Source: an optimization exercise on an open RTL-to-GDS flow (aim: small area and a short achievable clock period). Production flows keep margins and buffers that such runs may drop.
Only simulation tests tie the RTL to the original design; equivalence was not proved.

==> inputs of run C <==
// relu_maxpool
module relu_maxpool
(
    input  logic              clk,
    input  logic              rst,
    input  logic              clear,
    input  logic              start,
    input  logic [DIM_W-1:0]  map_width,
    input  logic [DIM_W-1:0]  map_height,
    input  logic [DATA_W-1:0] in_data,
    input  logic              in_valid,
    output logic [POOL_W-1:0] out,
    output logic              done,
    output logic              frame_done,
    output logic              busy,
    output logic              cfg_err
);
    logic               busy_q, done_q, frame_done_q, cfg_err_q;
    logic [DIM_W-1:0]   w_q, ccnt_q, rcnt_q;      
    logic               lastc_q, lastr_q, codd_q, rodd_q;
    logic [POOL_W-1:0]  a_q;                      
    logic [POOL_W-1:0]  pm_q;                     
    logic [POOL_W-1:0]  out_q;
    logic               sh_q;                     
    logic [3:0]         fsel_q, dsel_q;
    logic [7:0]         csel_q;
    logic               p1_q;
    logic               accept, pair_ev, dims_ok, cfg_ld, cfg_d;
  ...
==> module relu_maxpool, before the edit <==
module relu_maxpool
(
    input  logic              clk,
    input  logic              rst,
    input  logic              clear,
    input  logic              start,
    input  logic [DIM_W-1:0]  map_width,
    input  logic [DIM_W-1:0]  map_height,
    input  logic [DATA_W-1:0] in_data,
    input  logic              in_valid,
    output logic [POOL_W-1:0] out,
    output logic              done,
    output logic              frame_done,
    output logic              busy,
    output logic              cfg_err
);
    logic               busy_q, done_q, frame_done_q, cfg_err_q;
    logic [DIM_W-1:0]   w_q, ccnt_q, rcnt_q;      
    logic               lastc_q, lastr_q, codd_q, rodd_q;
    logic [POOL_W-1:0]  a_q;                      
    logic [POOL_W-1:0]  pm_q;                     
    logic [POOL_W-1:0]  out_q;
    logic               sh_q;                     
    logic [3:0]         fsel_q, dsel_q;
    logic [7:0]         csel_q;
    logic               p1_q;
    logic               accept, pair_ev, dims_ok, cfg_ld, cfg_d;
    logic [POOL_W-1:0]  vraw, y, a_d, tap;
    logic               neg, lb_use, a_y, a_tap, a_en, lastp_q;
    logic [6:0]         sx_q;
    logic [3:0]         fsel_d, dsel_d;
    logic [7:0]         csel_d;
    always_comb begin
        vraw    = in_data[POOL_W-1:0];
        neg     = in_data[DATA_W-1];
        accept  = busy_q && in_valid;
        pair_ev = accept && codd_q;
        dims_ok = (map_width >= DIM_W'(2)) && (map_width <= MAX_W_DIM) &&
                  (map_height >= DIM_W'(2));
        lb_use  = busy_q && (rodd_q ^ lastp_q);
        a_y     = busy_q && (!codd_q || (lb_use && p1_q));
        a_tap   = codd_q && lb_use && !p1_q;
        a_en    = !busy_q || (accept && (codd_q || !lastc_q));
    end
    pool_max_k u_max (.a(a_q), .v(vraw), .neg(neg), .y(y),
                      .k(a_y), .t(tap), .kt(a_tap), .yk(a_d));
    always_comb begin
        fsel_d = '0;
        dsel_d = '0;
        csel_d = '0;
        fsel_d[sx_q[1:0]] = 1'b1;
        dsel_d[sx_q[3:2]] = 1'b1;
        csel_d[sx_q[6:4]] = 1'b1;
    end
    always_ff @(posedge clk) begin
        if (w_q[8]) begin
            sx_q <= 7'd127;
        end else if (w_q[7:1] <= 7'd17) begin
            sx_q <= w_q[7:1] - 7'd2;
        end else begin
            sx_q <= w_q[7:1] - 7'd1;
        end
        p1_q   <= (w_q[8:1] == 8'd1);
        fsel_q <= fsel_d;
        dsel_q <= dsel_d;
        csel_q <= csel_d;
    end
    always_ff @(posedge clk) begin
        if (rst || clear) begin
            busy_q       <= 1'b0;
            done_q       <= 1'b0;
            frame_done_q <= 1'b0;
            out_q        <= '0;
        end else begin
            done_q       <= pair_ev && rodd_q;
            frame_done_q <= accept && lastc_q && lastr_q;
            if (!busy_q && start) begin
                if (dims_ok) begin
                    busy_q    <= 1'b1;
                end
            end
            if (accept && lastc_q && lastr_q) begin
                busy_q <= 1'b0;
            end
            if (pair_ev && rodd_q) begin
                out_q <= y;
            end
        end
    end
    always_comb begin
        cfg_ld = !busy_q && start && !clear;
        cfg_d  = !rst && ((cfg_ld && !dims_ok) || (!cfg_ld && cfg_err_q));
    end
    always_ff @(posedge clk) begin
        cfg_err_q <= cfg_d;
    end
    always_ff @(posedge clk) begin
        if (!busy_q && start) begin
            w_q     <= map_width;
            ccnt_q  <= map_width;
            rcnt_q  <= map_height;
            lastc_q <= 1'b0;
            lastp_q <= (map_width <= DIM_W'(3));
            lastr_q <= 1'b0;
            codd_q  <= 1'b0;
            rodd_q  <= 1'b0;
        end else if (accept) begin
            if (lastc_q) begin
                ccnt_q  <= w_q;
                lastc_q <= 1'b0;
                lastp_q <= (w_q <= DIM_W'(3));
                codd_q  <= 1'b0;
                rcnt_q  <= rcnt_q - DIM_W'(1);
                lastr_q <= (rcnt_q == DIM_W'(2));
                rodd_q  <= !rodd_q;
            end else begin
                ccnt_q  <= ccnt_q - DIM_W'(1);
                lastc_q <= (ccnt_q == DIM_W'(2));
                lastp_q <= (ccnt_q <= DIM_W'(3));
                codd_q  <= !codd_q;
            end
        end
        if (a_en) begin
            a_q <= a_d;
        end
        if (codd_q) begin
            pm_q <= y;
        end
        sh_q <= pair_ev;
    end
    pool_line_buffer u_line_buf (
        .clk  (clk),
        .sh   (sh_q),
        .din  (pm_q),
        .fsel (fsel_q),
        .dsel (dsel_q),
        .csel (csel_q),
        .tap  (tap)
    );
    assign out        = out_q;
    assign done       = done_q;
    assign frame_done = frame_done_q;
    assign busy       = busy_q;
    assign cfg_err    = cfg_err_q;
endmodule
Settings: LEC_CHECK=0, CAP_MARGIN=20, CORE_MARGIN=2, CORE_UTILIZATION=60, CTS_CLUSTER_DIAMETER=120, CTS_CLUSTER_SIZE=30, SETUP_SLACK_MARGIN=3.3, SLEW_MARGIN=20, SYNTH_HIERARCHICAL=1; clock period 5.5 ns.
run.sh (not shown) runs the stock make flow with config.mk's settings and CLKGATE_MAP_FILE= SYNTH_SCRIPT=/design/flow/synth_recipe.tcl, a recipe that flattens the netlist after the stock synthesis.
==> run F: changes against run C <==
--- a/flow/design.v
+++ b/flow/design.v
@@ -78,20 +78,19 @@
     output logic              cfg_err
 );
     logic               busy_q, done_q, frame_done_q, cfg_err_q;
     logic [DIM_W-1:0]   w_q, ccnt_q, rcnt_q;      
     logic               lastc_q, lastr_q, codd_q, rodd_q;
-    logic [POOL_W-1:0]  a_q;                      
-    logic [POOL_W-1:0]  pm_q;                     
+    logic [POOL_W-1:0]  m_q;                      
+    logic [POOL_W-1:0]  lb_q;                     
     logic [POOL_W-1:0]  out_q;
-    logic               sh_q;                     
     logic [3:0]         fsel_q, dsel_q;
     logic [7:0]         csel_q;
     logic               p1_q;
-    logic               accept, pair_ev, dims_ok, cfg_ld, cfg_d;
-    logic [POOL_W-1:0]  vraw, y, a_d, tap;
-    logic               neg, lb_use, a_y, a_tap, a_en, lastp_q;
+    logic               accept, pair_ev, dims_ok;
+    logic [POOL_W-1:0]  vraw, m_d, pm_d, lb_d, tap;
+    logic               neg, lb_use, lb_pm, lb_tap, lastp_q;
     logic [6:0]         sx_q;
     logic [3:0]         fsel_d, dsel_d;
     logic [7:0]         csel_d;
     always_comb begin
         vraw    = in_data[POOL_W-1:0];
@@ -99,16 +98,17 @@
         accept  = busy_q && in_valid;
         pair_ev = accept && codd_q;
         dims_ok = (map_width >= DIM_W'(2)) && (map_width <= MAX_W_DIM) &&
                   (map_height >= DIM_W'(2));
         lb_use  = busy_q && (rodd_q ^ lastp_q);
-        a_y     = busy_q && (!codd_q || (lb_use && p1_q));
-        a_tap   = codd_q && lb_use && !p1_q;
-        a_en    = !busy_q || (accept && (codd_q || !lastc_q));
+        lb_pm   = lb_use && p1_q;
+        lb_tap  = lb_use && !p1_q;
     end
-    pool_max_k u_max (.a(a_q), .v(vraw), .neg(neg), .y(y),
-                      .k(a_y), .t(tap), .kt(a_tap), .yk(a_d));
+    pool_max #(.GATED(1'b0)) u_max_even (.a(lb_q), .v(vraw), .neg(neg), .y(m_d),
+                                         .k(1'b0), .t('0), .kt(1'b0), .yk());
+    pool_max #(.GATED(1'b1)) u_max_odd  (.a(m_q),  .v(vraw), .neg(neg), .y(pm_d),
+                                         .k(lb_pm), .t(tap), .kt(lb_tap), .yk(lb_d));
     always_comb begin
         fsel_d = '0;
         dsel_d = '0;
         csel_d = '0;
         fsel_d[sx_q[1:0]] = 1'b1;
@@ -132,33 +132,32 @@
         if (rst || clear) begin
             busy_q       <= 1'b0;
             done_q       <= 1'b0;
             frame_done_q <= 1'b0;
             out_q        <= '0;
+            if (rst) begin
+                cfg_err_q <= 1'b0;
+            end
         end else begin
             done_q       <= pair_ev && rodd_q;
             frame_done_q <= accept && lastc_q && lastr_q;
             if (!busy_q && start) begin
                 if (dims_ok) begin
                     busy_q    <= 1'b1;
+                    cfg_err_q <= 1'b0;
+                end else begin
+                    cfg_err_q <= 1'b1;
                 end
             end
             if (accept && lastc_q && lastr_q) begin
                 busy_q <= 1'b0;
             end
             if (pair_ev && rodd_q) begin
-                out_q <= y;
+                out_q <= pm_d;
             end
         end
     end
-    always_comb begin
-        cfg_ld = !busy_q && start && !clear;
-        cfg_d  = !rst && ((cfg_ld && !dims_ok) || (!cfg_ld && cfg_err_q));
-    end
-    always_ff @(posedge clk) begin
-        cfg_err_q <= cfg_d;
-    end
     always_ff @(posedge clk) begin
         if (!busy_q && start) begin
             w_q     <= map_width;
             ccnt_q  <= map_width;
             rcnt_q  <= map_height;
@@ -181,22 +180,21 @@
                 lastc_q <= (ccnt_q == DIM_W'(2));
                 lastp_q <= (ccnt_q <= DIM_W'(3));
                 codd_q  <= !codd_q;
             end
         end
-        if (a_en) begin
-            a_q <= a_d;
+        if (!codd_q) begin
+            m_q <= m_d;
         end
-        if (codd_q) begin
-            pm_q <= y;
+        if (codd_q || !busy_q) begin
+            lb_q <= lb_d;
         end
-        sh_q <= pair_ev;
     end
     pool_line_buffer u_line_buf (
         .clk  (clk),
-        .sh   (sh_q),
-        .din  (pm_q),
+        .sh   (pair_ev),
+        .din  (pm_d),
         .fsel (fsel_q),
         .dsel (dsel_q),
         .csel (csel_q),
         .tap  (tap)
     );
@@ -204,42 +202,29 @@
     assign done       = done_q;
     assign frame_done = frame_done_q;
     assign busy       = busy_q;
     assign cfg_err    = cfg_err_q;
 endmodule
-module pool_max_pfx
+module pool_max
+#(
+    parameter bit GATED = 1'b0
+)
 (
     input  logic [POOL_W-1:0] a,
     input  logic [POOL_W-1:0] v,
-    output logic [POOL_W-2:0] gn,
-    output logic [POOL_W-2:0] en
+    input  logic              neg,
+    output logic [POOL_W-1:0] y,
+    input  logic              k,
+    input  logic [POOL_W-1:0] t,
+    input  logic              kt,
+    output logic [POOL_W-1:0] yk
 );
     localparam int LV = $clog2(POOL_W);    
-    function automatic integer done_lv;
-        input integer i;
-        integer k;
-        begin
-            done_lv = 0;
-            for (k = 0; k <= LV; k = k + 1) begin
-                if (i + (1 << k) < POOL_W) done_lv = k + 1;
-            end
-        end
-    endfunction
     logic [POOL_W-1:0] g [LV+1];
     logic [POOL_W-1:0] e [LV+1];
-    logic [POOL_W-1:0] gx, ex;             
     for (genvar i = 0; i < POOL_W; i++) begin : g_bit0
-        pool_max_bit u_b (.a(a[i]), .v(v[i]), .g(g[0][i]), .e(e[0][i]));
-    end
-    for (genvar i = 0; i < POOL_W; i++) begin : g_inv
-        if (done_lv(i) < LV) begin : g_x
-            pool_max_inv u_i (.a(g[done_lv(i)][i]), .y(gx[i]));
-            pool_max_inv u_j (.a(e[done_lv(i)][i]), .y(ex[i]));
-        end else begin : g_nx
-            assign gx[i] = 1'b0;
-            assign ex[i] = 1'b0;
-        end
+        pool_max_bit u_b (.a(a[i]), .v(v[i]), .neg(neg), .g(g[0][i]), .e(e[0][i]));
     end
     for (genvar k = 0; k < LV; k++) begin : g_lv
         for (genvar i = 0; i < POOL_W; i++) begin : g_bit
             if (i + (1 << k) < POOL_W) begin : g_comb
                 if (k % 2 == 0) begin : g_t
@@ -249,52 +234,45 @@
                 end else begin : g_n
                     pool_max_cn u_c (.gnh(g[k][i+(1<<k)]), .enh(e[k][i+(1<<k)]),
                                      .gnl(g[k][i]), .enl(e[k][i]),
                                      .g(g[k+1][i]), .e(e[k+1][i]));
                 end
-            end else if ((k + 1 - done_lv(i)) % 2 == 0) begin : g_same
-                assign g[k+1][i] = g[done_lv(i)][i];
-                assign e[k+1][i] = e[done_lv(i)][i];
-            end else begin : g_flip
-                assign g[k+1][i] = gx[i];
-                assign e[k+1][i] = ex[i];
+            end else begin : g_pass
+                pool_max_inv u_i (.a(g[k][i]), .y(g[k+1][i]));
+                pool_max_inv u_j (.a(e[k][i]), .y(e[k+1][i]));
             end
         end
     end
-    for (genvar i = 0; i < POOL_W - 1; i++) begin : g_out
-        assign gn[i] = g[LV][i+1];
-        assign en[i] = e[LV][i+1];
-    end
-endmodule
-module pool_max_k
-(
-    input  logic [POOL_W-1:0] a,
-    input  logic [POOL_W-1:0] v,
-    input  logic              neg,
-    output logic [POOL_W-1:0] y,
-    input  logic              k,
-    input  logic [POOL_W-1:0] t,
-    input  logic              kt,
-    output logic [POOL_W-1:0] yk
-);
-    logic [POOL_W-2:0] gn, en;
-    pool_max_pfx u_p (.a(a), .v(v), .gn(gn), .en(en));
-    for (genvar i = 0; i < POOL_W - 1; i++) begin : g_out
-        pool_max_out u_o (.a(a[i]), .v(v[i]), .neg(neg), .gn(gn[i]), .en(en[i]), .y(y[i]));
+    for (genvar i = 0; i < POOL_W; i++) begin : g_out
+        if (i == POOL_W - 1) begin : g_top
+            assign y[i]  = a[i] | (v[i] & ~neg);
+            assign yk[i] = GATED ? ((k & y[i]) | (kt & t[i])) : 1'b0;
+        end else begin : g_low
+            pool_max_out u_o (.a(a[i]), .v(v[i]), .neg(neg),
+                              .gn(g[LV][i+1]), .en(e[LV][i+1]), .y(y[i]));
+            if (GATED) begin : g_k
+                pool_max_outk u_k (.a(a[i]), .v(v[i]), .neg(neg),
+                                   .gn(g[LV][i+1]), .en(e[LV][i+1]),
+                                   .k(k), .t(t[i]), .kt(kt), .y(yk[i]));
+            end else begin : g_nk
+                assign yk[i] = 1'b0;
+            end
+        end
     end
-    assign y[POOL_W-1] = a[POOL_W-1] | (v[POOL_W-1] & ~neg);
-    assign yk = (y & {POOL_W{k}}) | (t & {POOL_W{kt}});
 endmodule
 module pool_max_bit
 (
     input  logic a,
     input  logic v,
+    input  logic neg,
     output logic g,
     output logic e
 );
-    assign g = a & ~v;
-    assign e = ~(a ^ v);
+    logic b;
+    assign b = v & ~neg;
+    assign g = a & ~b;
+    assign e = ~(a ^ b);
 endmodule
 module pool_max_ct
 (
     input  logic gh,
     input  logic eh,
@@ -332,7 +310,25 @@
     input  logic neg,
     input  logic gn,
     input  logic en,
     output logic y
 );
-    assign y = (a & (neg | ~(gn & en))) | (v & gn & ~neg);
+    logic b;
+    assign b = v & ~neg;
+    assign y = (a & ~(gn & en)) | (b & gn);
+endmodule
+module pool_max_outk
+(
+    input  logic a,
+    input  logic v,
+    input  logic neg,
+    input  logic gn,
+    input  logic en,
+    input  logic k,
+    input  logic t,
+    input  logic kt,
+    output logic y
+);
+    logic b;
+    assign b = v & ~neg;
+    assign y = (k & a & ~(gn & en)) | (k & b & gn) | (kt & t);
 endmodule
==> run H: changes against run C <==
--- a/flow/design.v
+++ b/flow/design.v
@@ -85,11 +85,11 @@
     logic [POOL_W-1:0]  out_q;
     logic               sh_q;                     
     logic [3:0]         fsel_q, dsel_q;
     logic [7:0]         csel_q;
     logic               p1_q;
-    logic               accept, pair_ev, dims_ok, cfg_ld, cfg_d;
+    logic               accept, pair_ev, dims_ok;
     logic [POOL_W-1:0]  vraw, y, a_d, tap;
     logic               neg, lb_use, a_y, a_tap, a_en, lastp_q;
     logic [6:0]         sx_q;
     logic [3:0]         fsel_d, dsel_d;
     logic [7:0]         csel_d;
@@ -132,33 +132,32 @@
         if (rst || clear) begin
             busy_q       <= 1'b0;
             done_q       <= 1'b0;
             frame_done_q <= 1'b0;
             out_q        <= '0;
+            if (rst) begin
+                cfg_err_q <= 1'b0;
+            end
         end else begin
             done_q       <= pair_ev && rodd_q;
             frame_done_q <= accept && lastc_q && lastr_q;
             if (!busy_q && start) begin
                 if (dims_ok) begin
                     busy_q    <= 1'b1;
+                    cfg_err_q <= 1'b0;
+                end else begin
+                    cfg_err_q <= 1'b1;
                 end
             end
             if (accept && lastc_q && lastr_q) begin
                 busy_q <= 1'b0;
             end
             if (pair_ev && rodd_q) begin
                 out_q <= y;
             end
         end
     end
-    always_comb begin
-        cfg_ld = !busy_q && start && !clear;
-        cfg_d  = !rst && ((cfg_ld && !dims_ok) || (!cfg_ld && cfg_err_q));
-    end
-    always_ff @(posedge clk) begin
-        cfg_err_q <= cfg_d;
-    end
     always_ff @(posedge clk) begin
         if (!busy_q && start) begin
             w_q     <= map_width;
             ccnt_q  <= map_width;
             rcnt_q  <= map_height;
SETUP_SLACK_MARGIN = 3.2   (was 3.3)
==> comparison <==
- Between run C and run H, the lower final cell count is in run H (gap about 0.55%, measured against run H).
- In die area, run C and run H do not differ.
- Setup slack, lowest first: run F, run C, run H.
- Between run F and run C, the lower synthesized cell count is in run C (gap 11%, measured against run C).
- The lowest register-to-register slack belongs to run C, the highest to run F.
- The lowest worst hold slack belongs to run F, the highest to run H.

[re-timing with driven ports]
The flow's constraints put no driver on any port. The routed layouts listed below were extracted and timed again, unchanged, in two steps.
Step 1, drivers: a clkbuf_16 drives clk and a buf_2 each remaining input, both assumed.
Step 2 also shifts input and output timing later by t, the mid clock arrival at the registers, as if the neighbouring blocks saw the same clock.
Slacks: ideal / step 1 / step 2; pairs: ideal / step 1.
| run | shift t [ns] | setup slack, ns | latest minus earliest clock arrival (ns) |
|---|---|---|---|
| run C | 0.797 | 3.111 / 3.062 / 2.367 | 0.042 / 0.042 |
| run F | 0.802 | 3.107 / 2.973 / 2.171 | 0.041 / 0.041 |
| run H | 0.800 | 3.113 / 3.036 / 2.375 | 0.026 / 0.026 |
After both steps every run listed still meets setup and hold. For run F, which loses most, drivers alone change the setup slack by -0.134 ns; drivers and shift together by -0.936 ns.
